Context: an optimization exercise on an open-source flow, tuned for small area. The choices shown serve that exercise and are no tape-out recipe.
The RTL was checked by simulation tests, not by an equivalence proof against the original design.
The clock port is modelled as an ideal driver; clocking choices that lean on that would not hold on a real chip.
Power and IR drop assume default switching activity.

## flow/design.v

```verilog
`default_nettype none
package uart_pkg;
    localparam int DATA_BITS = 8;
    typedef logic [DATA_BITS - 1 : 0] uart_byte_t;
endpackage
`default_nettype wire
`default_nettype none
package monitor_pkg;
    localparam int ADDR_BITS = 8;
    localparam int MEM_DEPTH = 1 << ADDR_BITS;
    typedef logic [ADDR_BITS - 1 : 0] addr_t;
    typedef logic [7:0]               word_t;
    typedef enum logic [7:0] {
        CMD_READ  = 8'hA3,
        CMD_WRITE = 8'h5C,
        CMD_PING  = 8'hF0
    } cmd_t;
    localparam word_t PING_REPLY = 8'hAA;
endpackage
`default_nettype wire
`timescale 1ns/1ps
`default_nettype none
module monitor_ram (
    input  logic                clk,
    input  monitor_pkg::word_t  wdata,
    input  logic                we,
    output monitor_pkg::word_t  head
);
    localparam int W = 8 * monitor_pkg::MEM_DEPTH;
    logic [W - 1 : 0] ring;
    assign head = ring[7:0];
    always_ff @(posedge clk) begin
        ring <= {(we ? wdata : ring[7:0]), ring[W - 1 : 8]};
    end
endmodule
`default_nettype wire
`timescale 1ns/1ps
`default_nettype none
module command_monitor (
    input  logic                 clk,
    input  logic                 rst,
    input  logic [9:0]           clk_per_bit,
    input  logic                 rxd,
    output logic                 txd,
    output monitor_pkg::word_t   mem_wdata,
    output logic                 mem_we,
    input  monitor_pkg::word_t   mem_head
);
    localparam logic [9:0] SAMPLE_AT = 10'd8;
    typedef enum logic [1:0] {
        M_IDLE,      
        M_RX,        
        M_WAIT,      
        M_TX         
    } mode_t;
    typedef enum logic [1:0] {
        C_OTHER,
        C_READ,
        C_WRITE,
        C_PING
    } cls_t;
    mode_t              mode;
    cls_t               cls;
    logic               rx_prev;
    logic [9:0]         cnt;
    logic [9:0]         sr;
    logic [1:0]         fpos;
    monitor_pkg::addr_t addr;
    monitor_pkg::word_t wdata;
    monitor_pkg::addr_t ptr;
    logic               wr_pend;
    logic tick;
    logic match;
    logic rx_done;
    logic tx_done;
    monitor_pkg::word_t rx_byte;
    assign tick    = (cnt == 10'd1);
    assign match   = (ptr == addr);
    assign rx_byte = sr[9:2];
    assign rx_done = !sr[1];
    assign tx_done = (sr[9:1] == 9'd0);
    assign txd       = sr[0];
    assign mem_wdata = wdata;
    assign mem_we    = wr_pend && match;
    always_ff @(posedge clk) begin
        rx_prev <= rxd;
    end
    always_ff @(posedge clk) begin
        ptr <= {ptr[6:0], ptr[7] ^ ptr[5] ^ ptr[4] ^ ptr[3] ^ (ptr[6:0] == 7'd0)};
    end
    always_ff @(posedge clk) begin
        if (rst) begin
            mode    <= M_IDLE;
            fpos    <= '0;
            wr_pend <= 1'b0;
            sr[0]   <= 1'b1;
        end else begin
            if (mem_we) begin
                wr_pend <= 1'b0;
            end
            case (mode)
                M_IDLE: begin
                    if (rx_prev && !rxd) begin
                        mode <= M_RX;
                        sr   <= '1;
                    end
                end
                M_RX: begin
                    if (rx_done) begin
                        mode <= M_IDLE;
                        case (fpos)
                            2'd0: begin
                                fpos <= 2'd1;
                                case (rx_byte)
                                    monitor_pkg::CMD_READ:  cls <= C_READ;
                                    monitor_pkg::CMD_WRITE: cls <= C_WRITE;
                                    monitor_pkg::CMD_PING:  cls <= C_PING;
                                    default:                cls <= C_OTHER;
                                endcase
                            end
                            2'd1: begin
                                fpos <= 2'd2;
                                addr <= rx_byte;
                            end
                            default: begin
                                fpos <= 2'd0;
                                if (cls == C_WRITE) begin
                                    wdata   <= rx_byte;
                                    wr_pend <= 1'b1;
                                end
                                if (cls == C_READ || cls == C_PING) begin
                                    mode <= M_WAIT;
                                end
                            end
                        endcase
                    end else if (tick) begin
                        sr <= {rxd, sr[9:1]};
                    end
                end
                M_WAIT: begin
                    if (match) begin
                        mode <= M_TX;
                        sr   <= {1'b1, (cls == C_PING) ? monitor_pkg::PING_REPLY : mem_head, 1'b0};
                    end
                end
                M_TX: begin
                    if (tx_done) begin
                        mode <= M_IDLE;
                    end else if (tick) begin
                        sr <= {1'b0, sr[9:1]};
                    end
                end
                default: mode <= M_IDLE;
            endcase
        end
    end
    always_ff @(posedge clk) begin
        if (mode == M_IDLE && rx_prev && !rxd) begin
            cnt <= SAMPLE_AT;
        end else if (tick || mode == M_WAIT) begin
            cnt <= clk_per_bit;
        end else begin
            cnt <= cnt - 1'b1;
        end
    end
endmodule
`default_nettype wire
`timescale 1ns/1ps
`default_nettype none
module uart_monitor_top #(
    parameter int CLK_BITS  = 10,
    parameter int STOP_BITS = 1
) (
    input  logic                    clk,
    input  logic                    rst,
    input  logic [CLK_BITS - 1 : 0] clk_per_bit,
    input  logic                    uart_rx,
    output logic                    uart_tx
);
    monitor_pkg::word_t mem_wdata;
    logic               mem_we;
    monitor_pkg::word_t mem_head;
    command_monitor command_monitor_i (
        .clk        (clk),
        .rst        (rst),
        .clk_per_bit(clk_per_bit),
        .rxd        (uart_rx),
        .txd        (uart_tx),
        .mem_wdata  (mem_wdata),
        .mem_we     (mem_we),
        .mem_head   (mem_head)
    );
    monitor_ram monitor_ram_i (
        .clk  (clk),
        .wdata(mem_wdata),
        .we   (mem_we),
        .head (mem_head)
    );
endmodule
`default_nettype wire
```

## flow/flow/run.sh

```bash
#!/bin/bash
# The standard layout (standard.sh) with two changes:
# - clock tree synthesis: leaf clusters of at most 12 flip-flops within 40 um,
#   driven by clkbuf_4, and no dummy loads;
# - port buffers are buf_1.
# All ORFS output goes to standard.log in this folder.
export CTS_ARGS="-sink_clustering_enable -repair_clock_nets -sink_clustering_size 12 -sink_clustering_max_diameter 40 -buf_list sky130_fd_sc_hd__clkbuf_4 -dont_use_dummy_load"
export BUFFER_PORTS_ARGS="-buffer_cell sky130_fd_sc_hd__buf_1"
bash standard.sh > standard.log 2>&1
```

## flow/standard.sh

```bash
#!/bin/bash
# synth_recipe.tcl (not shown) runs the flow's synth.tcl, then flattens the netlist and writes it again
# the make line also repeats each setting of config.mk as NAME=value (left out here)
make -C /OpenROAD-flow-scripts/flow DESIGN_CONFIG=/design/flow/config.mk WORK_HOME=/design/flow/orfs CLKGATE_MAP_FILE= SYNTH_SCRIPT=/design/flow/synth_recipe.tcl "${@:-finish}"
```

## flow/config.mk

```make
export PLATFORM = sky130hd
export DESIGN_NAME = uart_monitor_top
export DESIGN_NICKNAME = uart_monitor_top
export VERILOG_FILES = /design/flow/design.v
export SDC_FILE = /design/flow/constraint.sdc
export NUM_CORES = 4
export LEC_CHECK = 0
export CAP_MARGIN = 40
export CORE_MARGIN = 2
export CORE_UTILIZATION = 60
export PLACE_DENSITY = 0.7
export SLEW_MARGIN = 30
```

## flow/constraint.sdc

```tcl
create_clock -name core_clock -period 10.0 [get_ports {clk}]
set_input_delay 2.0000 -clock core_clock [delete_from_list [all_inputs] [get_ports {clk}]]
set_output_delay 2.0000 -clock core_clock [all_outputs]
set_load 0.01 [all_outputs]
```

==> key figures, run 1 <==
Routing
  • Vias per cell: about 4.2
  • # DRC: 0
  • Total Wirelength: approximately 44000 µm
  • Initial DRC count: roughly 620
  • Via count: around 14k
  • Wirelength per Cell: 12.78 µm
  • DRT Pass-1 Iters: 4
  • Antenna violation net count after detailed routing: 0

Timing
  • Slew HR: 0.5053
  • Final hold viol count: 0
  • Clk_skew: around 0.073 ns
  • Slew Limit Fails: 0
  • Final setup viols: 0
  • RSZ-0062 raised after global routing: no
  • Period utilization: 0.3446
  • Achievable frequency: roughly 290 MHz
  • Final min period: 3.446 ns
  • Tightest Pin Transition: approximately 0.74 ns
  • Total negative slack: 0 ns

GRT
  • Largest net degree at the start of global routing: 19
  • Vias in the first global route: between 15k and 20k
  • Total track usage: 0.1261
  • Total gr overflow: 0
  • Initial antenna violation count: 2
  • First-pass GRT wire length: between 70000 and 80000 µm

Worst hold path
  • Worst Hold Class: flop to flop
  • Worst Hold Launch: monitor_ram_i.ring[1156]

Placement
  • GPL Wtd Cong: between 0.7 and 0.8
  • DP HPWL: 20850 µm
  • Number of port buffers: 13

CTS
  • Skew-Pair Late Insertion Delay: 1.01 ns
  • H-Tree Depth: 4
  • Clock buffers created by TritonCTS: 202
  • Hold buffer count at cts: 0
  • Post-CTS Setup Repair Bufs: 0
  • CTS tree: built
  • CTS resizes: 0
  • Bufs on Longest Clock Path: 3
  • CTS sink cnt: ~2.1k
  • Root buf cell: clkbuf_4
  • Clock transition at path regs: 0.10 ns

Floorplanning
  • Die Area: 74370 µm²
  • Row Count: roughly 100
  • Die height: ~270 µm
  • Initial Util: 0.6060
  • Width of the chip: around 270 µm
  • # IOs: 14
  • Core area: roughly 71000 µm²

Setup path
  • Launch point of the critical path: command_monitor_i.sr[0]
  • CP Launch Type: flop
  • Crit end category: primary output
  • WS Path Type: flop to primary output
  • Peak fanout along the critical path: 2
  • RR Startpoint: command_monitor_i.cnt[0]
  • Req. time, crit path: 8.00 ns
  • CP max-delay cell: dfxtp_1
  • CP max stage delay: 0.36 ns
  • Critical path cell sequence: buf_1
  • WP buf/inv: 1
  • CP delay by family, top: flip-flops
  • CP Data Arrival Time: between 1 and 1.5 ns

Yosys
  • Sequential area share after synthesis: 0.9767
  • Leading area contributor after synthesis: dfxtp_1
  • Top-count cell post-synth: dfxtp_1
  • Yosys cell types: 40
  • Synth warnings: 2
  • Synthesized Nets: about 2.3k
  • Mapped Area: approximately 43000 µm²
  • Mean Syn Cell Area: 19.18 µm²
  • Synth Flop Type: dfxtp_1
  • Synth cell count leaders: dfxtp_1, edfxtp_1, nor2_1, nand2_1, xnor2_1
  • Post-synth ARST share: 0
  • Post-synth EDFFs: 27
  • Synth Register Bits: about 2.1k
  • Synth top area cells: dfxtp_1, edfxtp_1, xnor2_1, mux2_2, nor2_1
  • Syn Inst Count: between 2k and 2.5k
  • Area share of the largest cell type after synthesis: 0.9579

Pwr
  • Static leakage: around 18 nW
  • Maximum vdd drop: ~0.13 mV
  • Power Density: ~250 nW/µm²

Layout
  • Nets: approximately 2.5k
  • Layout cell share with drive strength beyond 1: 0.08940
  • Util after Layout: 0.6448
  • Fill cell count: slightly below 5k
  • Synth-to-Final Area Change: 6.406%

Status
  • Status: no timing/DRC/antenna violations

Run
  • Max-cap violations: 0
registers in the layout, summed over array words and instances (netlist names), named ones only:
| name | flops |
|---|---|
| monitor_ram_i.ring | 2048 |
| command_monitor_i.rx_prev | 1 |
| command_monitor_i.wr_pend | 1 |
| command_monitor_i.cls | 2 |
| command_monitor_i.sr | 10 |
| command_monitor_i.addr | 8 |
| command_monitor_i.cnt | 10 |
| command_monitor_i.fpos | 2 |
| command_monitor_i.mode | 1 |
| command_monitor_i.wdata | 8 |
| command_monitor_i.ptr | 8 |
placed cells by master, fill, tap and decap left out, types with 9 or more instances in the layout:
cell / synthesis / layout
xnor2_1: 13 / 13
buf_1: 1 / 13
a211oi_1: 12 / 11
dfxtp_1: 2073 / 2073
nor2_1: 26 / 26
a21oi_1: 11 / 11
clkbuf_4: 0 / 202
mux2_2: 9 / 9
edfxtp_1: 27 / 27
nand2_1: 15 / 15
metrics by stage:
| step | hold WS, ns | area (µm²) | std cells | power [mW] | setup slack (ns) |
|---|---|---|---|---|---|
| floorplan | 0.3096 | 43320 | 2259 | 8.675 | 6.312 |
| global placement | 0.3113 | 44550 | 3219 | 8.697 | 5.657 |
| detailed placement | 0.3121 | 44550 | 3219 | 8.699 | 6.153 |
| CTS | 0.2598 | 46070 | 3421 | 11.80 | 6.372 |
| finish | 0.2600 | 46100 | 3429 | 11.64 | 6.554 |
| global route | 0.2455 | 46100 | 3429 | 12.14 | 6.385 |
kinds of logic after synthesis:
group | count (synthesis) | synth area share
xor gates and xnor gates | 18 | 0.003639
DFF | 2100 | 0.9767
muxes | 12 | 0.003033
adders and majority gates | 2 | 0.0005775
buffers and inverters | 10 | 0.001068
AOI/OAI and AO/OA | 38 | 0.005805
and+or+nand+nor | 79 | 0.009213
path summary, 6_finish.rpt:
kind,end,slack (ns),cells after the start
max,uart_tx,6.55,1
max reg2reg,command_monitor_i.sr[9],7.53,5
min,monitor_ram_i.ring[1148],0.26,0
min reg2reg,monitor_ram_i.ring[1148],0.26,0
layer usage:
metal / track usage / up-vias / share of wire
li1: - / 7447 / -
met1: 0.1933 / 6587 / 0.56
met2: 0.1585 / 218 / 0.37
met3: 0.03928 / 129 / 0.044
met4: 0.06622 / 0 / 0.030
met5: 0 / - / 0
power breakdown:
part	switching [mW]	internal [mW]	leakage, nW	total (mW)
clock network	2.20	0.931	0.929	3.13
logic	0.0450	0.0430	0.361	0.0880
registers	0.0250	8.40	16.9	8.42
layout make-up:
cell class                      count  area (µm²)  area share
Sequential cell                  2100       42310      0.9179
Inverter                            5       18.77   0.0004071
Multi-Input combinational cell    149       969.7     0.02104
Clock buffer                      202        1516     0.03290
Timing Repair Buffer               16       75.07    0.001629
Tap cell                          950        1189     0.02579
Antenna cell                        7       17.52   0.0003800
==> run 2, diff against run 1 <==
--- a/flow/design.v
+++ b/flow/design.v
@@ -102,6 +102,6 @@
                 M_IDLE: begin
                     if (rx_prev && !rxd) begin
-                        mode <= M_RX;
-                        sr   <= '1;
+                        mode     <= M_RX;
+                        sr[9:1]  <= '1;
                     end
                 end
--- a/flow/config.mk
+++ b/flow/config.mk
@@ -9,4 +9,3 @@
 export CORE_MARGIN = 2
 export CORE_UTILIZATION = 60
-export PLACE_DENSITY = 0.7
 export SLEW_MARGIN = 30
==> key figures, run 2 <==
Yosys
  • Post-synth EDFFs: 27
  • Synth top area cells: dfxtp_1, edfxtp_1, xor2_1, nor2_1, mux2_2
  • Synth Flop Type: dfxtp_1
  • Synthesized Nets: about 2.3k
  • Top-count cell post-synth: dfxtp_1
  • Mean Syn Cell Area: 19.15 µm²
  • Synth cell count leaders: dfxtp_1, edfxtp_1, nor2_1, nand2_1, xor2_1
  • Area share of the largest cell type after synthesis: 0.9570
  • Yosys cell types: 46
  • Synth warnings: 2
  • Mapped Area: between 40000 and 50000 µm²
  • Post-synth ARST share: 0
  • Synth Register Bits: 2100
  • Syn Inst Count: 2265
  • Leading area contributor after synthesis: dfxtp_1
  • Sequential area share after synthesis: 0.9756

GRT
  • Vias in the first global route: 15.54k
  • Initial antenna violation count: 2
  • Largest net degree at the start of global routing: 17
  • Total gr overflow: 0
  • Total track usage: 0.1274
  • First-pass GRT wire length: between 70000 and 80000 µm

Routing
  • Total Wirelength: approximately 44000 µm
  • # DRC: 0
  • Vias per cell: approximately 4.3
  • Via count: approximately 15k
  • Initial DRC count: slightly below 600
  • Antenna violation net count after detailed routing: 0
  • Wirelength per Cell: about 13 µm
  • DRT Pass-1 Iters: 4

Setup path
  • Peak fanout along the critical path: 2
  • Req. time, crit path: approximately 8.0 ns
  • Critical path cell sequence: buf_1
  • CP Data Arrival Time: 1.44 ns
  • CP delay by family, top: flip-flops
  • WS Path Type: flop to primary output
  • CP max-delay cell: dfxtp_1
  • WP buf/inv: 1
  • Crit end category: primary output
  • CP max stage delay: ~0.34 ns
  • CP Launch Type: flop

CTS
  • Clock buffers created by TritonCTS: about 200
  • Root buf cell: clkbuf_4
  • Hold buffer count at cts: 0
  • Clock transition at path regs: around 0.11 ns
  • Bufs on Longest Clock Path: 3
  • H-Tree Depth: 4
  • Skew-Pair Late Insertion Delay: 1.00 ns
  • CTS sink cnt: 2100
  • Post-CTS Setup Repair Bufs: 0
  • CTS tree: built
  • CTS resizes: 0

Pwr
  • Tot Pwr: between 10 and 15 mW
  • Static leakage: 18.29 nW
  • Maximum vdd drop: around 0.14 mV
  • Power Density: about 250 nW/µm²

Floorplanning
  • # IOs: 14
  • Width of the chip: about 270 µm
  • Row Count: between 90 and 100
  • Die height: around 270 µm
  • Initial Util: 0.6066
  • Core area: 71490 µm²
  • Die Area: ~74000 µm²

Layout
  • Reg with most FFs: monitor_ram_i.ring
  • Layout cell share with drive strength beyond 1: 0.08882
  • Commonest non-fill, non-tap cell in the layout: dfxtp_1
  • Util after Layout: 0.6453
  • Most frequent cells in the layout: dfxtp_1, clkbuf_4, edfxtp_1
  • Synth-to-Final Area Change: 6.373%
  • Nets: about 2.5k
  • Max FFs per register: 2048
  • Biggest regs: monitor_ram_i.ring: 2048 flops, command_monitor_i.cnt: 10 flops, command_monitor_i.sr: 10 flops

Placement
  • DP HPWL: ~21000 µm
  • Number of port buffers: 13
  • GPL Wtd Cong: about 0.76

Timing
  • Min Hold Slack: 0.2567 ns
  • Final min period: ~3.4 ns
  • Period utilization: 0.3440
  • Final setup viols: 0
  • Achievable frequency: 290.7 MHz
  • Clk_skew: approximately 0.13 ns
  • Total negative slack: 0 ns
  • Final hold viol count: 0
  • Tightest Pin Transition: between 0.8 and 0.9 ns
  • Slew Limit Fails: 0
  • Slew HR: 0.4266
  • RSZ-0062 raised after global routing: no

Worst hold path
  • Worst Hold Class: flop to flop

Run
  • Max-cap violations: 0

Status
  • Status: no timing/DRC/antenna violations
-- run 2: final timing paths --
kind,startpoint,endpoint,slack [ns],cells past startpoint
setup / recovery,command_monitor_i.sr[0],uart_tx,6.56,1
hold / removal,monitor_ram_i.ring[1152],monitor_ram_i.ring[1144],0.26,0
setup reg to reg,command_monitor_i.cnt[1],command_monitor_i.sr[5],7.22,7
hold reg to reg,monitor_ram_i.ring[1152],monitor_ram_i.ring[1144],0.26,0
-- run 2: cell families (layout without fill, tap and decap cells) --
| kind of cell | Yosys count | in the layout | share of synthesized area |
|---|---|---|---|
| xor+xnor | 16 | 16 | 0.003231 |
| mux | 11 | 11 | 0.002770 |
| compound gates | 40 | 40 | 0.006636 |
| other cells | 0 | 5 | 0 |
| flops | 2100 | 2100 | 0.9756 |
| buf+inv | 10 | 222 | 0.0008654 |
| simple gates | 86 | 86 | 0.01027 |
| fa+ha+maj | 2 | 2 | 0.0005769 |
-- run 2: where the power goes --
group          leakage (nW)  switching (mW)  total [mW]  internal (mW)
clock                 0.925            2.19        3.11          0.926
sequential             16.9          0.0260        8.42           8.40
combinational         0.434          0.0591       0.107         0.0479
total                  18.3            2.27        11.6           9.37
-- run 2: per-layer routing --
layer	track usage	wire (µm)	up-vias
met2	0.1598	16180	261
met1	0.1932	23850	6826
met3	0.03849	2399	142
met4	0.07490	1681	0
met5	0	0	-
li1	-	-	7479
-- run 2: cell type report --
type                            instances  area, µm²
Inverter                                6      22.52
Clock buffer                          201       1509
Tap cell                              950       1189
Antenna cell                            5      12.51
Multi-Input combinational cell        155       1023
Timing Repair Buffer                   15      63.81
Fill cell                            4971      25360
Sequential cell                      2100      42310
-- run 2: metrics by stage --
stage          cell area (µm²)  setup WS (ns)  std cells
3_3_place_gp             44600          6.451       3225
3_5_place_dp             44600          6.413       3225
2_1_floorplan            43370          6.877       2265
5_1_grt                  46130          6.408       3430
4_1_cts                  46110          6.398       3426
6_report                 46130          6.560       3432
==> run 3, diff against run 2 <==
--- a/flow/design.v
+++ b/flow/design.v
@@ -102,6 +102,6 @@
                 M_IDLE: begin
                     if (rx_prev && !rxd) begin
-                        mode     <= M_RX;
-                        sr[9:1]  <= '1;
+                        mode <= M_RX;
+                        sr   <= '1;
                     end
                 end
==> flow/flow/run.sh (replaced) <==
#!/bin/bash
# The standard layout (standard.sh) with two changes:
# - clock tree synthesis: leaf clusters of at most 12 flip-flops within 40 um,
#   driven by clkbuf_4, and no dummy loads;
# - port buffers are buf_1.
# All ORFS output goes to standard.log in this folder.
export CTS_ARGS="-sink_clustering_enable -repair_clock_nets -sink_clustering_size 13 -sink_clustering_max_diameter 40 -buf_list sky130_fd_sc_hd__clkbuf_4 -dont_use_dummy_load"
export BUFFER_PORTS_ARGS="-buffer_cell sky130_fd_sc_hd__buf_1"
bash standard.sh > standard.log 2>&1
--- a/flow/config.mk
+++ b/flow/config.mk
@@ -9,3 +9,4 @@
 export CORE_MARGIN = 2
 export CORE_UTILIZATION = 60
+export PLACE_DENSITY = 0.7
 export SLEW_MARGIN = 30
==> key figures, run 3 <==
Status
  • Status: no timing/DRC/antenna violations

Layout
  • Multi-input logic area: ~970 µm²
  • Layout cell share with drive strength beyond 1: 0.08496
  • Commonest non-fill, non-tap cell in the layout: dfxtp_1
  • Fill cell count: between 4k and 5k
  • Max FFs per register: 2048
  • Biggest regs: monitor_ram_i.ring: 2048 flops, command_monitor_i.cnt: 10 flops, command_monitor_i.sr: 10 flops
  • Nets: ~2.5k
  • Synth-to-Final Area Change: 6.163%
  • Most frequent cells in the layout: dfxtp_1, clkbuf_4, edfxtp_1
  • Sequential cell area: between 40000 and 50000 µm²
  • Reg with most FFs: monitor_ram_i.ring
  • Util after Layout: 0.6434

Yosys
  • Leading area contributor after synthesis: dfxtp_1
  • Synth cell count leaders: dfxtp_1, edfxtp_1, nor2_1, nand2_1, xnor2_1
  • Area share of the largest cell type after synthesis: 0.9579
  • Mean Syn Cell Area: roughly 19 µm²
  • Top-count cell post-synth: dfxtp_1
  • Synth Register Bits: 2100
  • Synth warnings: 2
  • Syn Inst Count: approximately 2.3k
  • Synth Flop Type: dfxtp_1
  • Post-synth EDFFs: 27
  • Yosys cell types: 40
  • Post-synth ARST share: 0
  • Synth top area cells: dfxtp_1, edfxtp_1, xnor2_1, mux2_2, nor2_1
  • Synthesized Nets: about 2.3k
  • Mapped Area: between 40000 and 50000 µm²
  • Sequential area share after synthesis: 0.9767

Pwr
  • Maximum vdd drop: about 0.12 mV
  • Combinational share of power: 0.008
  • Part of the power in the clock network: 0.264
  • Tot Pwr: 11.56 mW
  • Internal power: approximately 9.3 mW
  • Static leakage: roughly 18 nW
  • Switching share of power: 0.1939
  • Sequential power share: 0.729
  • Power Density: between 200 and 300 nW/µm²
  • P_sw: 2.242 mW

Timing
  • Tightest Pin Transition: slightly above 0.7 ns
  • RSZ-0062 raised after global routing: no
  • Min Hold Slack: 0.2533 ns
  • Slew HR: 0.5171
  • Final min period: 3.472 ns
  • Achievable frequency: 288.0 MHz
  • Slew Limit Fails: 0
  • Final hold viol count: 0
  • Period utilization: 0.3472
  • Total negative slack: 0 ns
  • Clk_skew: roughly 0.084 ns
  • Final setup viols: 0

Setup path
  • CP max-delay cell: dfxtp_1
  • CP delay by family, top: flip-flops
  • Crit end category: primary output
  • CP Launch Type: flop
  • WS Path Type: flop to primary output
  • WP buf/inv: 1
  • Critical path cell sequence: buf_1
  • Launch point of the critical path: command_monitor_i.sr[0]
  • Peak fanout along the critical path: 2
  • Req. time, crit path: roughly 8.0 ns
  • CP Data Arrival Time: between 1 and 1.5 ns
  • RR Startpoint: command_monitor_i.cnt[0]
  • CP max stage delay: ~0.36 ns

Routing
  • Total Wirelength: about 44000 µm
  • DRT Pass-1 Iters: 4
  • # DRC: 0
  • Antenna violation net count after detailed routing: 0
  • Vias per cell: 4.201
  • Via count: about 14k
  • Wirelength per Cell: 12.75 µm
  • Initial DRC count: about 530

CTS
  • Clock transition at path regs: 0.12 ns
  • Bufs on Longest Clock Path: 3
  • CTS sink cnt: 2100
  • Clock buffers created by TritonCTS: 190
  • Hold buffer count at cts: 0
  • Post-CTS Setup Repair Bufs: 0
  • CTS resizes: 0
  • Root buf cell: clkbuf_4
  • Skew-Pair Late Insertion Delay: between 1 and 1.5 ns
  • CTS tree: built
  • H-Tree Depth: 4

Run
  • Max-cap violations: 0

GRT
  • Largest net degree at the start of global routing: 19
  • Total track usage: 0.1259
  • First-pass GRT wire length: 75500 µm
  • Initial antenna violation count: 2
  • Vias in the first global route: between 15k and 20k
  • Total gr overflow: 0

Placement
  • GPL Wtd Cong: a little over 0.7
  • Number of port buffers: 13
  • DP HPWL: 20850 µm

Worst hold path
  • Worst Hold Class: flop to flop
  • Worst Hold Launch: monitor_ram_i.ring[159]

Floorplanning
  • Die Area: 74370 µm²
  • Width of the chip: roughly 270 µm
  • Die height: 272.7 µm
  • Initial Util: 0.6060
  • Core area: 71490 µm²
  • # IOs: 14
  • Row Count: about 100
## run 3: path summary, 6_finish.rpt
check | end | slack (ns) | cells past startpoint
worst min-delay path | monitor_ram_i.ring[151] | 0.25 | 0
worst max register to register | command_monitor_i.sr[9] | 7.49 | 5
worst min register to register | monitor_ram_i.ring[151] | 0.25 | 0
worst max-delay path | uart_tx | 6.53 | 1
## run 3: power by group through the flow
stage	registers [mW]	logic, mW	clock network (mW)
after floorplan	8.60	0.0721	0
after detailed placement	8.61	0.0883	0
after CTS	8.42	0.0887	3.22
after global routing	8.43	0.0991	3.53
after global placement	8.61	0.0862	0
final	8.42	0.0879	3.05
## run 3: kinds of logic after synthesis
group / count (synthesis) / synth area share
buffers and inverters: 10 / 0.001068
AOI/OAI and AO/OA: 38 / 0.005805
and+or+nand+nor: 79 / 0.009213
DFF: 2100 / 0.9767
xor gates and xnor gates: 18 / 0.003639
adders and majority gates: 2 / 0.0005775
muxes: 12 / 0.003033
## run 3: stage by stage
| step | cells | area (µm²) | worst slack [ns] |
|---|---|---|---|
| 2_1_floorplan | 2259 | 43320 | 6.312 |
| 3_3_place_gp | 3219 | 44550 | 5.657 |
| 3_5_place_dp | 3219 | 44550 | 6.153 |
| 4_1_cts | 3409 | 45980 | 6.324 |
| 5_1_grt | 3411 | 45990 | 6.357 |
| 6_report | 3411 | 45990 | 6.528 |
## run 3: area by class of cell
| type | instances | share of cell area |
|---|---|---|
| repair buffers | 16 | 0.001632 |
| inverters | 5 | 0.0004081 |
| clock buffers | 190 | 0.03101 |
| multi-input cells | 149 | 0.02108 |
| diodes | 1 | 0.00005441 |
| flip-flops and latches | 2100 | 0.9200 |
| well taps | 950 | 0.02584 |
## run 3: metal layers
metal  share of wire  vias up  GRT usage
li1                -     7414          -
met1            0.55     6563     0.1916
met2            0.37      224     0.1602
met3           0.051      128    0.04191
met4           0.032        2    0.06131
met5         0.00016        -          0
==> run 4, diff against run 3 <==
--- a/flow/flow/run.sh
+++ b/flow/flow/run.sh
@@ -1,5 +1,5 @@
 #!/bin/bash
 # The standard layout (standard.sh) with two changes:
-# - clock tree synthesis: leaf clusters of at most 12 flip-flops within 40 um,
+# - clock tree synthesis: leaf clusters of at most 13 flip-flops within 40 um,
 #   driven by clkbuf_4, and no dummy loads;
 # - port buffers are buf_1.
==> key figures, run 4 <==
Status
  • Status: no timing/DRC/antenna violations

Layout
  • Final std cell area, no fill: between 40000 and 50000 µm²
  • Fill cell count: 4889
  • Commonest non-fill, non-tap cell in the layout: dfxtp_1
  • Nets: approximately 2.5k
  • Layout cell share with drive strength beyond 1: 0.08496
  • Max FFs per register: slightly above 2k
  • Biggest regs: monitor_ram_i.ring: 2048 flops, command_monitor_i.cnt: 10 flops, command_monitor_i.sr: 10 flops
  • Synth-to-Final Area Change: 6.163%
  • Fin cells: between 3k and 4k
  • Most frequent cells in the layout: dfxtp_1, clkbuf_4, edfxtp_1
  • Reg with most FFs: monitor_ram_i.ring

Yosys
  • Leading area contributor after synthesis: dfxtp_1
  • Synth top area cells: dfxtp_1, edfxtp_1, xnor2_1, mux2_2, nor2_1
  • Synth warnings: 2
  • Top-count cell post-synth: dfxtp_1
  • Synth Flop Type: dfxtp_1
  • Syn Inst Count: between 2k and 2.5k
  • Yosys cell types: 40
  • Sequential area share after synthesis: 0.9767
  • Synth Register Bits: 2100
  • Mapped Area: around 43000 µm²
  • Mean Syn Cell Area: 19.18 µm²
  • Area share of the largest cell type after synthesis: 0.9579
  • Post-synth ARST share: 0
  • Synthesized Nets: 2274
  • Post-synth EDFFs: 27
  • Synth cell count leaders: dfxtp_1, edfxtp_1, nor2_1, nand2_1, xnor2_1

Floorplanning
  • # IOs: 14
  • Die height: 272.7 µm
  • Core area: around 71000 µm²
  • Width of the chip: roughly 270 µm
  • Row Count: 98
  • Initial Util: 0.6060
  • Die Area: about 74000 µm²

Timing
  • Tightest Pin Transition: 0.7231 ns
  • Total negative slack: 0 ns
  • Achievable frequency: between 200 and 300 MHz
  • Final setup viols: 0
  • Slew HR: 0.5171
  • Clk_skew: ~0.084 ns
  • Final min period: 3.472 ns
  • Slew Limit Fails: 0
  • Period utilization: 0.3472
  • Min Hold Slack: ~0.25 ns
  • Final hold viol count: 0
  • RSZ-0062 raised after global routing: no

Routing
  • # DRC: 0
  • Initial DRC count: 533
  • Wirelength per Cell: about 13 µm
  • Vias per cell: 4.201
  • Antenna violation net count after detailed routing: 0
  • Via count: between 10k and 15k
  • DRT Pass-1 Iters: 4
  • Total Wirelength: roughly 44000 µm

Placement
  • Cells after DPL: around 3.2k
  • Number of port buffers: 13
  • GPL Wtd Cong: between 0.7 and 0.8
  • DP HPWL: between 20000 and 25000 µm
  • Placement Cell Area: roughly 45000 µm²

GRT
  • Largest net degree at the start of global routing: 19
  • Total gr overflow: 0
  • First-pass GRT wire length: roughly 75000 µm
  • Vias in the first global route: approximately 15k
  • Total track usage: 0.1259
  • Initial antenna violation count: 2

CTS
  • Skew-Pair Late Insertion Delay: roughly 1.0 ns
  • CTS tree: built
  • Post-CTS Setup Repair Bufs: 0
  • Clock transition at path regs: 0.12 ns
  • Root buf cell: clkbuf_4
  • CTS sink cnt: around 2.1k
  • Clock buffers created by TritonCTS: 190
  • Hold buffer count at cts: 0
  • Bufs on Longest Clock Path: 3
  • H-Tree Depth: 4
  • CTS resizes: 0

Setup path
  • Crit end category: primary output
  • RR Startpoint: command_monitor_i.cnt[0]
  • Peak fanout along the critical path: 2
  • Req. time, crit path: approximately 8.0 ns
  • WS Path Type: flop to primary output
  • CP Launch Type: flop
  • FF-to-FF path depth: 5
  • CP delay by family, top: flip-flops
  • CP max stage delay: 0.36 ns
  • Flop2flop setup slack: between 7 and 8 ns
  • CP Data Arrival Time: around 1.5 ns
  • CP max-delay cell: dfxtp_1
  • Critical path cell sequence: buf_1
  • WP buf/inv: 1
  • Reg-to-Reg End: command_monitor_i.sr[9]

Worst hold path
  • Hold Path End: monitor_ram_i.ring[151]
  • Hold path depth: 0
  • Worst Hold Launch: monitor_ram_i.ring[159]
  • Worst Hold Class: flop to flop

Pwr
  • Maximum vdd drop: approximately 0.12 mV
  • Static leakage: around 18 nW
  • Switching share of power: 0.1939
  • Power Density: approximately 250 nW/µm²
  • Internal power: ~9.3 mW
  • Combinational share of power: 0.008
  • Part of the power in the clock network: 0.264
  • Sequential power share: 0.729
  • P_sw: 2.242 mW
  • Tot Pwr: roughly 12 mW

Run
  • Max-cap violations: 0
[run 4: cell counts in the layout (fill, tap and decap cells not counted)]
Identical to the previous run, type by type.
[run 4: worst max path at each step]
stage	endpoint	slack [ns]	cells past startpoint	startpoint
after floorplan	command_monitor_i.sr[2]	6.31	5	uart_rx
after global placement	command_monitor_i.sr[7]	5.66	6	uart_rx
after CTS	uart_tx	6.32	1	command_monitor_i.sr[0]
final	uart_tx	6.53	1	command_monitor_i.sr[0]
after global routing	uart_tx	6.36	1	command_monitor_i.sr[0]
after detailed placement	command_monitor_i.sr[4]	6.15	6	uart_rx
[run 4: per-stage QoR]
step | setup slack [ns] | utilization
3_5_place_dp | 6.153 | 0.6232
5_1_grt | 6.357 | 0.6434
4_1_cts | 6.324 | 0.6432
2_1_floorplan | 6.312 | -
6_report | 6.528 | 0.6434
3_3_place_gp | 5.657 | 0.6231
[run 4: layer usage]
metal  global-route usage  up-vias  routed length [µm]
li1                     -     7414                   -
met1               0.1916     6563               23970
met2               0.1602      224               15900
met3              0.04191      128                2223
met4              0.06131        2                1410
met5                    0        -                   7
[run 4: logic make-up after synthesis]
group           Yosys count  share of synthesized area
compound gates           38                   0.005805
xor+xnor                 18                   0.003639
fa+ha+maj                 2                  0.0005775
buf+inv                  10                   0.001068
flops                  2100                     0.9767
mux                      12                   0.003033
simple gates             79                   0.009213
[run 4: layout make-up]
type	count	area, µm²	area share
flip-flops and latches	2100	42310	0.9200
clock buffers	190	1426	0.03101
diodes	1	2.502	0.00005441
inverters	5	18.77	0.0004081
multi-input cells	149	969.7	0.02108
repair buffers	16	75.07	0.001632
well taps	950	1189	0.02584
[run 4: power groups by stage]
stage	registers, mW	logic (mW)	clock network [mW]
4_1_cts	8.42	0.0887	3.22
5_1_grt	8.43	0.0991	3.53
6_report	8.42	0.0879	3.05
2_1_floorplan	8.60	0.0721	0
3_5_place_dp	8.61	0.0883	0
3_3_place_gp	8.61	0.0862	0
==> run 5, diff against run 4 <==
==> flow/flow/run.sh (replaced) <==
#!/bin/bash
# The standard layout (standard.sh), except that clock tree synthesis
# inserts no dummy loads. ORFS output goes to standard.log.
export CTS_ARGS="-sink_clustering_enable -repair_clock_nets -sink_clustering_size 20 -sink_clustering_max_diameter 40 -buf_list sky130_fd_sc_hd__clkbuf_8 -dont_use_dummy_load"
bash standard.sh > standard.log 2>&1
--- a/flow/config.mk
+++ b/flow/config.mk
@@ -9,4 +9,6 @@
 export CORE_MARGIN = 2
 export CORE_UTILIZATION = 60
-export PLACE_DENSITY = 0.7
+export CTS_BUF_LIST = sky130_fd_sc_hd__clkbuf_8
+export CTS_CLUSTER_DIAMETER = 40
+export CTS_CLUSTER_SIZE = 20
 export SLEW_MARGIN = 30
==> key figures, run 5 <==
Layout
  • Layout cell share with drive strength beyond 1: 0.06904
  • Synth-to-Final Area Change: 7.784%
  • Reg with most FFs: monitor_ram_i.ring
  • Nets: 2436
  • Biggest regs: monitor_ram_i.ring: 2048 flops, command_monitor_i.cnt: 10 flops, command_monitor_i.sr: 10 flops
  • Fill cell count: a little under 5k
  • Commonest non-fill, non-tap cell in the layout: dfxtp_1
  • Max FFs per register: between 2k and 2.5k
  • Most frequent cells in the layout: dfxtp_1, clkbuf_8, edfxtp_1

Routing
  • Wirelength per Cell: approximately 13 µm
  • Via count: 14.25k
  • DRT Pass-1 Iters: 4
  • Antenna violation net count after detailed routing: 0
  • Vias per cell: 4.227
  • Initial DRC count: 600
  • # DRC: 0
  • Total Wirelength: roughly 43000 µm

Yosys
  • Syn Inst Count: around 2.3k
  • Mapped Area: 43320 µm²
  • Leading area contributor after synthesis: dfxtp_1
  • Synth warnings: 2
  • Area share of the largest cell type after synthesis: 0.9579
  • Yosys cell types: 40
  • Top-count cell post-synth: dfxtp_1
  • Post-synth ARST share: 0
  • Synthesized Nets: around 2.3k
  • Mean Syn Cell Area: 19.18 µm²
  • Synth Flop Type: dfxtp_1
  • Post-synth EDFFs: 27
  • Synth top area cells: dfxtp_1, edfxtp_1, xnor2_1, mux2_2, nor2_1
  • Synth Register Bits: 2100
  • Sequential area share after synthesis: 0.9767
  • Synth cell count leaders: dfxtp_1, edfxtp_1, nor2_1, nand2_1, xnor2_1

Timing
  • Final min period: around 3.7 ns
  • Achievable frequency: about 270 MHz
  • Final setup viols: 0
  • Total negative slack: 0 ns
  • Slew Limit Fails: 0
  • Period utilization: 0.3730
  • Clk_skew: about 0.064 ns
  • Slew HR: 0.6550
  • Final hold viol count: 0
  • Min Hold Slack: ~0.29 ns
  • RSZ-0062 raised after global routing: no
  • Tightest Pin Transition: just over 0.5 ns

Setup path
  • CP delay by family, top: buffers and inverters
  • CP Launch Type: flop
  • Req. time, crit path: approximately 8.0 ns
  • Crit end category: primary output
  • Launch point of the critical path: command_monitor_i.sr[0]
  • Peak fanout along the critical path: 2
  • CP max stage delay: roughly 0.57 ns
  • CP max-delay cell: clkdlybuf4s50_1
  • RR Startpoint: command_monitor_i.addr[6]
  • WP buf/inv: 1
  • WS Path Type: flop to primary output
  • Critical path cell sequence: clkdlybuf4s50_1
  • CP Data Arrival Time: about 1.7 ns

Run
  • Max-cap violations: 0

GRT
  • Vias in the first global route: approximately 15k
  • Total track usage: 0.1220
  • Initial antenna violation count: 1
  • Largest net degree at the start of global routing: 21
  • First-pass GRT wire length: approximately 73000 µm
  • Total gr overflow: 0

Pwr
  • Internal power: 9.768 mW
  • Switching share of power: 0.1893
  • Static leakage: around 18 nW
  • Part of the power in the clock network: 0.294
  • Power Density: approximately 260 nW/µm²
  • Maximum vdd drop: ~0.15 mV
  • Sequential power share: 0.698
  • Combinational share of power: 0.008
  • P_sw: around 2.3 mW

Status
  • Status: no timing/DRC/antenna violations

Floorplanning
  • Die height: roughly 270 µm
  • Width of the chip: ~270 µm
  • Row Count: a little under 100
  • Core area: 71490 µm²
  • # IOs: 14
  • Initial Util: 0.6060
  • Die Area: ~74000 µm²

Placement
  • Number of port buffers: 13
  • DP HPWL: about 20000 µm
  • GPL Wtd Cong: 0.7733

CTS
  • CTS sink cnt: about 2.1k
  • Hold buffer count at cts: 0
  • H-Tree Depth: 4
  • CTS tree: built
  • Post-CTS Setup Repair Bufs: 0
  • Clock buffers created by TritonCTS: 148
  • Clock transition at path regs: around 0.11 ns
  • Skew-Pair Late Insertion Delay: 0.76 ns
  • Bufs on Longest Clock Path: 3
  • Root buf cell: clkbuf_8
  • CTS resizes: 0

Worst hold path
  • Worst Hold Class: flop to flop
  • Worst Hold Launch: monitor_ram_i.ring[721]
## run 5: cell types whose count changed in the layout (fill, tap and decap cells not counted)
cell	delta
buf_1	-13
clkdlybuf4s50_1	+13
clkbuf_4	-190
clkbuf_8	+149
a211oi_1	+1
a211oi_2	-1
buf_6	-1
clkdlybuf4s18_2	+1
diode_2	+1
## run 5: path summary, 6_finish.rpt
kind	to	slack, ns	cells after the start
worst max register to register	command_monitor_i.sr[8]	7.35	6
worst min register to register	monitor_ram_i.ring[713]	0.29	0
worst min-delay path	monitor_ram_i.ring[713]	0.29	0
worst max-delay path	uart_tx	6.27	1
## run 5: power by group through the flow
stage	sequential [mW]	combinational, mW	clock [mW]
6_report	8.41	0.0934	3.54
5_1_grt	8.42	0.104	4.01
4_1_cts	8.41	0.0930	3.71
3_5_place_dp	8.61	0.0918	0
3_3_place_gp	8.61	0.0874	0
2_1_floorplan	8.60	0.0721	0
## run 5: through the flow
stage          worst slack [ns]  utilization  instance area, µm²  cells  power, mW
3_5_place_dp              5.674       0.6244               44640   3220      8.701
4_1_cts                   6.189       0.6529               46670   3368      12.21
2_1_floorplan             6.312            -               43320   2259      8.675
5_1_grt                   6.175       0.6531               46690   3370      12.54
3_3_place_gp              5.697       0.6243               44630   3219      8.694
6_report                  6.270       0.6532               46690   3371      12.05
## run 5: final cells by class
type | count | area (µm²) | area share
Antenna cell | 2 | 5.005 | 0.0001072
Clock buffer | 148 | 2037 | 0.04362
Inverter | 5 | 18.77 | 0.0004019
Multi-Input combinational cell | 149 | 964.7 | 0.02066
Sequential cell | 2100 | 42310 | 0.9061
Tap cell | 950 | 1189 | 0.02546
Timing Repair Buffer | 17 | 168.9 | 0.003617
## run 5: logic make-up (layout without fill, tap and decap cells)
kind of cell               after synthesis  count (layout)  synth area share
other                                    0               2                 0
adders and majority gates                2               2         0.0005775
muxes                                   12              12          0.003033
DFF                                   2100            2100            0.9767
AOI/OAI and AO/OA                       38              38          0.005805
xor gates and xnor gates                18              18          0.003639
and+or+nand+nor                         79              79          0.009213
buffers and inverters                   10             170          0.001068
## run 5: routing by layer
layer / up-vias / wire length [µm] / global-route usage
met5: - / 0 / 0
met4: 0 / 1502 / 0.06969
met3: 139 / 2068 / 0.03356
met2: 228 / 15290 / 0.1498
met1: 6629 / 24030 / 0.1909
li1: 7254 / - / -
==> run 6, diff against run 5 <==
==> flow/flow/run.sh (replaced) <==
#!/bin/bash
# The standard layout (standard.sh) with two changes to clock tree
# synthesis: no dummy loads, and flow/post_cts.tcl upsizes clock buffers
# whose loads would see too high a slew. ORFS output goes to standard.log.
export CTS_ARGS="-sink_clustering_enable -repair_clock_nets -sink_clustering_size 14 -sink_clustering_max_diameter 35 -buf_list sky130_fd_sc_hd__clkbuf_4 -dont_use_dummy_load"
export POST_CTS_TCL="$PWD/flow/post_cts.tcl"
bash standard.sh > standard.log 2>&1
==> flow/flow/post_cts.tcl (new file) <==
set target 0.118
set bigger [dict create \
  sky130_fd_sc_hd__clkbuf_1 sky130_fd_sc_hd__clkbuf_2 \
  sky130_fd_sc_hd__clkbuf_2 sky130_fd_sc_hd__clkbuf_4 \
  sky130_fd_sc_hd__clkbuf_4 sky130_fd_sc_hd__clkbuf_8 \
  sky130_fd_sc_hd__clkbuf_8 sky130_fd_sc_hd__clkbuf_16]
for {set iter 0} {$iter < 4} {incr iter} {
  estimate_parasitics -placement
  set fixed 0
  foreach inst [get_cells *] {
    set ref [get_property $inst ref_name]
    if {![dict exists $bigger $ref]} continue
    set w 0
    foreach opin [get_pins -of_objects $inst -filter "direction == output"] {
      foreach net [get_nets -of_objects $opin] {
        foreach p [get_pins -of_objects $net -filter "direction == input"] {
          set s [get_property $p slew_max]
          if {$s > $w} {set w $s}
        }
      }
    }
    if {$w > $target} {
      replace_cell $inst [dict get $bigger $ref]
      incr fixed
    }
  }
  puts "post_cts: iteration $iter upsized $fixed clock buffers"
  if {$fixed == 0} break
  detailed_placement
}
estimate_parasitics -placement
==> key figures, run 6 <==
Status
  • Status: no timing/DRC/antenna violations

Run
  • Max-cap violations: 0

Floorplanning
  • Die height: ~270 µm
  • Width of the chip: ~270 µm
  • # IOs: 14
  • Die Area: 74370 µm²
  • Initial Util: 0.6060
  • Row Count: 98
  • Core area: just over 70000 µm²

Timing
  • Min Hold Slack: 0.2877 ns
  • Slew HR: 0.6513
  • Final min period: approximately 3.7 ns
  • Slew Limit Fails: 0
  • Period utilization: 0.3682
  • Final hold viol count: 0
  • Tightest Pin Transition: just over 0.5 ns
  • Clk_skew: 0.04915 ns
  • RSZ-0062 raised after global routing: no
  • Achievable frequency: roughly 270 MHz
  • Total negative slack: 0 ns
  • Final setup viols: 0

GRT
  • Total track usage: 0.1244
  • Largest net degree at the start of global routing: 19
  • First-pass GRT wire length: roughly 75000 µm
  • Initial antenna violation count: 0
  • Vias in the first global route: approximately 15k
  • Total gr overflow: 0

Pwr
  • Power Density: approximately 260 nW/µm²
  • Internal power: 9.900 mW
  • Combinational share of power: 0.008
  • Tot Pwr: 12.22 mW
  • Static leakage: between 15 and 20 nW
  • Maximum vdd drop: approximately 0.15 mV
  • Part of the power in the clock network: 0.304
  • Sequential power share: 0.689
  • Switching share of power: 0.1896
  • P_sw: approximately 2.3 mW

CTS
  • Skew-Pair Late Insertion Delay: around 0.69 ns
  • Clock transition at path regs: between 0.1 and 0.15 ns
  • CTS sink cnt: around 2.1k
  • CTS tree: built

Setup path
  • CP max-delay cell: clkdlybuf4s50_1
  • CP Data Arrival Time: ~1.7 ns
  • CP max stage delay: about 0.57 ns
  • WP buf/inv: 1
  • Critical path cell sequence: clkdlybuf4s50_1
  • Peak fanout along the critical path: 2
  • CP delay by family, top: buffers and inverters
  • Req. time, crit path: around 8.0 ns
  • CP Launch Type: flop
  • Crit end category: primary output
  • WS Path Type: flop to primary output

Yosys
  • Post-synth ARST share: 0
  • Sequential area share after synthesis: 0.9767
  • Leading area contributor after synthesis: dfxtp_1
  • Synth top area cells: dfxtp_1, edfxtp_1, xnor2_1, mux2_2, nor2_1
  • Post-Synth Adder-Cell Area: 0.0005776
  • Synth cell count leaders: dfxtp_1, edfxtp_1, nor2_1, nand2_1, xnor2_1
  • Synthesized Nets: about 2.3k
  • Mean Syn Cell Area: around 19 µm²
  • Simple-gate area share of the yosys netlist: 0.009213
  • Synth Register Bits: roughly 2.1k
  • Synth Area in Compound Gates: 0.005805
  • Synth warnings: 2
  • Area share of the largest cell type after synthesis: 0.9579
  • Xor and xnor area share after synthesis: 0.003639
  • Post-synth EDFFs: 27
  • Mapped Area: 43320 µm²
  • Synth Flop Type: dfxtp_1
  • Mux cell area share after synthesis: 0.003033
  • Top-count cell post-synth: dfxtp_1
  • Yosys cell types: 40
  • Syn Inst Count: 2259
  • Main combinational cell family by area after synthesis: simple AND/OR/NAND/NOR gates

Routing
  • Antenna violation net count after detailed routing: 0
  • # DRC: 0
  • Via count: ~14k
  • DRT Pass-1 Iters: 4
  • Wirelength per Cell: roughly 13 µm
  • Initial DRC count: ~580
  • Vias per cell: roughly 4.2
  • Total Wirelength: about 43000 µm

Layout
  • Biggest regs: monitor_ram_i.ring: 2048 flops, command_monitor_i.cnt: 10 flops, command_monitor_i.sr: 10 flops
  • Synth-to-Final Area Change: 8.254%
  • Nets: between 2k and 2.5k
  • Reg with most FFs: monitor_ram_i.ring
  • Final std cell area, no fill: about 47000 µm²
  • Util after Layout: 0.6560
  • Most frequent cells in the layout: dfxtp_1, clkbuf_4, clkbuf_8
  • Max FFs per register: a little over 2k
  • Layout cell share with drive strength beyond 1: 0.08641
  • Commonest non-fill, non-tap cell in the layout: dfxtp_1
  • Fill cell count: ~4.9k

Placement
  • DP HPWL: between 20000 and 25000 µm
  • GPL Wtd Cong: between 0.7 and 0.8
  • Number of port buffers: 13
  • Placement Cell Area: ~45000 µm²

Worst hold path
  • Worst Hold Class: flop to flop
## run 6: cell types whose count changed in the layout (fill, tap and decap cells not counted), sizes merged
| cell | previous run | this run |
|---|---|---|
| clkbuf | 149 | 195 |
| diode | 2 | 1 |
## run 6: path summary, 6_finish.rpt
path	depth (start not counted)	to	slack, ns	start
setup / recovery	1	uart_tx	6.32	command_monitor_i.sr[0]
hold / removal	0	monitor_ram_i.ring[93]	0.29	monitor_ram_i.ring[101]
setup reg to reg	6	command_monitor_i.sr[8]	7.34	command_monitor_i.addr[6]
hold reg to reg	0	monitor_ram_i.ring[93]	0.29	monitor_ram_i.ring[101]
## run 6: through the flow
step / worst slack, ns / instances
global route: 6.242 / 3415
global placement: 5.697 / 3219
detailed placement: 5.674 / 3220
finish: 6.318 / 3416
floorplan: 6.312 / 2259
## run 6: per-layer routing
metal  vias to the layer above  routed length, µm  GRT usage
li1                       7389                  -          -
met1                      6718              23710     0.1920
met2                       257              15670     0.1530
met3                       130               2506    0.04059
met4                         0               1336    0.06680
met5                         -                  0          0
## run 6: power groups by stage
stage                     Combinational [mW]  Clock (mW)  Sequential [mW]
after floorplan                       0.0721           0             8.60
after global placement                0.0874           0             8.61
after global routing                   0.104        4.22             8.42
after detailed placement              0.0918           0             8.61
final                                 0.0930        3.71             8.41
## run 6: kinds of logic (layout without fill, tap and decap cells)
logic type,count (synthesis),in the layout
xor+xnor,18,18
fa+ha+maj,2,2
mux,12,12
buf+inv,10,216
other cells,0,1
flops,2100,2100
compound gates,38,38
simple gates,79,79
## run 6: cell type report
| type | count | area (µm²) | share of cell area |
|---|---|---|---|
| Antenna cell | 1 | 2.502 | 0.00005336 |
| Multi-Input combinational cell | 149 | 964.7 | 0.02057 |
| Inverter | 5 | 18.77 | 0.0004002 |
| Tap cell | 950 | 1189 | 0.02535 |
| Sequential cell | 2100 | 42310 | 0.9022 |
| Timing Repair Buffer | 17 | 168.9 | 0.003602 |
| Clock buffer | 194 | 2243 | 0.04784 |
==> run 7, diff against run 6 <==
==> flow/flow/run.sh (replaced) <==
#!/bin/bash
# The standard layout (standard.sh) with two changes to clock tree
# synthesis: no dummy loads, and flow/post_cts.tcl upsizes clock buffers
# whose loads would see too high a slew. ORFS output goes to standard.log.
export CTS_ARGS="-sink_clustering_enable -repair_clock_nets -sink_clustering_size 16 -sink_clustering_max_diameter 40 -buf_list sky130_fd_sc_hd__clkbuf_4 -dont_use_dummy_load"
export POST_CTS_TCL="$PWD/flow/post_cts.tcl"
bash standard.sh > standard.log 2>&1
==> key figures, run 7 <==
Timing
  • Total negative slack: 0 ns
  • Min Hold Slack: around 0.28 ns
  • Final hold viol count: 0
  • Final setup viols: 0
  • RSZ-0062 raised after global routing: no
  • Tightest Pin Transition: approximately 0.53 ns
  • Slew HR: 0.6473
  • Slew Limit Fails: 0
  • Period utilization: 0.3713
  • Achievable frequency: 269.3 MHz
  • Final min period: 3.713 ns
  • Clk_skew: about 0.057 ns
  • Worst setup margin: 6.287 ns

CTS
  • CTS tree: built
  • Clock transition at path regs: between 0.1 and 0.15 ns
  • Skew-Pair Late Insertion Delay: between 0.6 and 0.7 ns
  • CTS sink cnt: about 2.1k

Setup path
  • CP max-delay cell: clkdlybuf4s50_1
  • Req. time, crit path: approximately 8.0 ns
  • WS Path Type: flop to primary output
  • CP max stage delay: between 0.5 and 0.6 ns
  • CP Launch Type: flop
  • Crit end category: primary output
  • CP delay by family, top: buffers and inverters
  • CP Data Arrival Time: 1.71 ns
  • Critical path cell sequence: clkdlybuf4s50_1
  • WP buf/inv: 1
  • Peak fanout along the critical path: 2

Yosys
  • Post-synth ARST share: 0
  • Synth top area cells: dfxtp_1, edfxtp_1, xnor2_1, mux2_2, nor2_1
  • Top-count cell post-synth: dfxtp_1
  • Synth cell count leaders: dfxtp_1, edfxtp_1, nor2_1, nand2_1, xnor2_1
  • Area share of the largest cell type after synthesis: 0.9579
  • Sequential area share after synthesis: 0.9767
  • Syn Inst Count: 2259
  • Mapped Area: ~43000 µm²
  • Synth Register Bits: 2100
  • Leading area contributor after synthesis: dfxtp_1
  • Post-synth EDFFs: 27
  • Synthesized Nets: roughly 2.3k
  • Synth Flop Type: dfxtp_1
  • Yosys cell types: 40
  • Synth warnings: 2
  • Mean Syn Cell Area: between 15 and 20 µm²

Routing
  • Initial DRC count: 569
  • DRT Pass-1 Iters: 4
  • Met1 wire length: between 20000 and 25000 µm
  • Wire length on met2: around 15000 µm
  • Wirelength per Cell: about 13 µm
  • Met3 WL: about 2300 µm
  • Vias per cell: roughly 4.2
  • Antenna violation net count after detailed routing: 0
  • DR top layer: met4
  • # DRC: 0
  • Total Wirelength: 43120 µm
  • Via count: about 14k

Placement
  • Number of port buffers: 13
  • DP HPWL: 20430 µm
  • Placement Cell Area: roughly 45000 µm²
  • GPL Wtd Cong: 0.7733
  • Placement Setup Slack: approximately 5.7 ns
  • Cells after DPL: ~3.2k

Layout
  • Sequential cell area: ~42000 µm²
  • Max FFs per register: roughly 2.0k
  • Fin cells: around 3.4k
  • Multi-input logic area: ~960 µm²
  • Nets: between 2k and 2.5k
  • Layout cell share with drive strength beyond 1: 0.07515
  • Synth-to-Final Area Change: 8.159%
  • Final std cell area, no fill: about 47000 µm²
  • Most frequent cells in the layout: dfxtp_1, clkbuf_8, clkbuf_4
  • Biggest regs: monitor_ram_i.ring: 2048 flops, command_monitor_i.cnt: 10 flops, command_monitor_i.sr: 10 flops
  • Reg with most FFs: monitor_ram_i.ring
  • Util after Layout: 0.6555
  • Commonest non-fill, non-tap cell in the layout: dfxtp_1
  • Fill cell count: approximately 4.9k

GRT
  • Vias in the first global route: between 10k and 15k
  • Total track usage: 0.1236
  • Initial antenna violation count: 0
  • First-pass GRT wire length: about 74000 µm
  • Total gr overflow: 0
  • Largest net degree at the start of global routing: 19

Pwr
  • Static leakage: ~18 nW
  • Maximum vdd drop: between 0.1 and 0.15 mV
  • Tot Pwr: between 10 and 15 mW
  • Power Density: ~260 nW/µm²

Floorplanning
  • Initial Util: 0.6060
  • Width of the chip: 272.7 µm
  • Core area: 71490 µm²
  • Row Count: a little under 100
  • # IOs: 14
  • Die Area: roughly 74000 µm²
  • Die height: about 270 µm

Run
  • Max-cap violations: 0

Status
  • Status: no timing/DRC/antenna violations

Worst hold path
  • Worst Hold Class: flop to flop
## run 7: cell counts after synthesis
No cell type changed its count.
## run 7: worst paths after layout
path,from,endpoint,slack [ns],depth (start not counted)
worst max register to register,command_monitor_i.addr[6],command_monitor_i.sr[2],7.30,6
worst min register to register,monitor_ram_i.ring[836],monitor_ram_i.ring[828],0.28,0
worst max-delay path,command_monitor_i.sr[0],uart_tx,6.29,1
worst min-delay path,monitor_ram_i.ring[836],monitor_ram_i.ring[828],0.28,0
## run 7: report_power, final
part | switching [mW] | internal [mW] | total, mW
Clock | 2.24 | 1.45 | 3.69
Sequential | 0.0223 | 8.39 | 8.41
Combinational | 0.0466 | 0.0465 | 0.0931
Total | 2.31 | 9.89 | 12.2
## run 7: logic make-up (layout without fill, tap and decap cells)
group / after synthesis / count (layout) / share of synthesized area
XOR/XNOR: 18 / 18 / 0.003639
adder cells (fa/ha/maj): 2 / 2 / 0.0005775
AO/OA/AOI/OAI: 38 / 38 / 0.005805
AND/OR/NAND/NOR: 79 / 79 / 0.009213
other: 0 / 1 / 0
flip-flops: 2100 / 2100 / 0.9767
multiplexers: 12 / 12 / 0.003033
buffers and inverters: 10 / 186 / 0.001068
## run 7: layer usage
metal | track usage | up-vias
met1 | 0.1929 | 6607
met2 | 0.1514 | 236
met4 | 0.06449 | 0
li1 | - | 7302
met5 | 0 | -
met3 | 0.03901 | 143
## run 7: layout make-up
| type | count | share of cell area |
|---|---|---|
| inverters | 5 | 0.0004005 |
| flip-flops and latches | 2100 | 0.9030 |
| well taps | 950 | 0.02537 |
| clock buffers | 164 | 0.04700 |
| multi-input cells | 149 | 0.02059 |
| diodes | 1 | 0.00005341 |
| repair buffers | 17 | 0.003605 |

-- re-timing with driven ports --
In the flow no input, the clock included, has a driving cell. The finished layouts below were timed again as built, in two steps. Step 1 (the two cells are an assumption about what drives the block):
set clk [get_ports {clk}]
set_driving_cell -lib_cell sky130_fd_sc_hd__clkbuf_16 $clk
set_driving_cell -lib_cell sky130_fd_sc_hd__buf_2 [delete_from_list [all_inputs] $clk]
Step 2 adds t to the input delays and takes it off the output delays; t is the mean of the earliest and latest rising clock arrival at the registers after step 1. Input paths then give back, and output paths get back, about the clock's delay inside the block. a / b / c = ideal / step 1 / step 2; a / b = the first two.
| run | t, ns | setup WS [ns] | hold WS [ns] |
|---|---|---|---|
| run 1 | 1.010 | 6.554 / 6.498 / 6.116 | 0.260 / 0.260 / 0.260 |
| run 2 | 1.001 | 6.560 / 6.507 / 6.618 | 0.257 / 0.257 / 0.257 |
| run 3 | 0.995 | 6.528 / 6.472 / 6.117 | 0.253 / 0.253 / 0.253 |
| run 4 | 0.995 | 6.528 / 6.472 / 6.117 | 0.253 / 0.253 / 0.253 |
| run 5 | 0.795 | 6.270 / 6.216 / 5.548 | 0.288 / 0.288 / 0.288 |
| run 6 | 0.736 | 6.318 / 6.255 / 5.580 | 0.288 / 0.288 / 0.288 |
| run 7 | 0.726 | 6.287 / 6.224 / 5.567 | 0.283 / 0.283 / 0.283 |
After both steps every run listed still meets setup and hold. The setup slack of run 6, which loses most, moves by -0.063 ns with the drivers and by -0.738 ns with both steps.
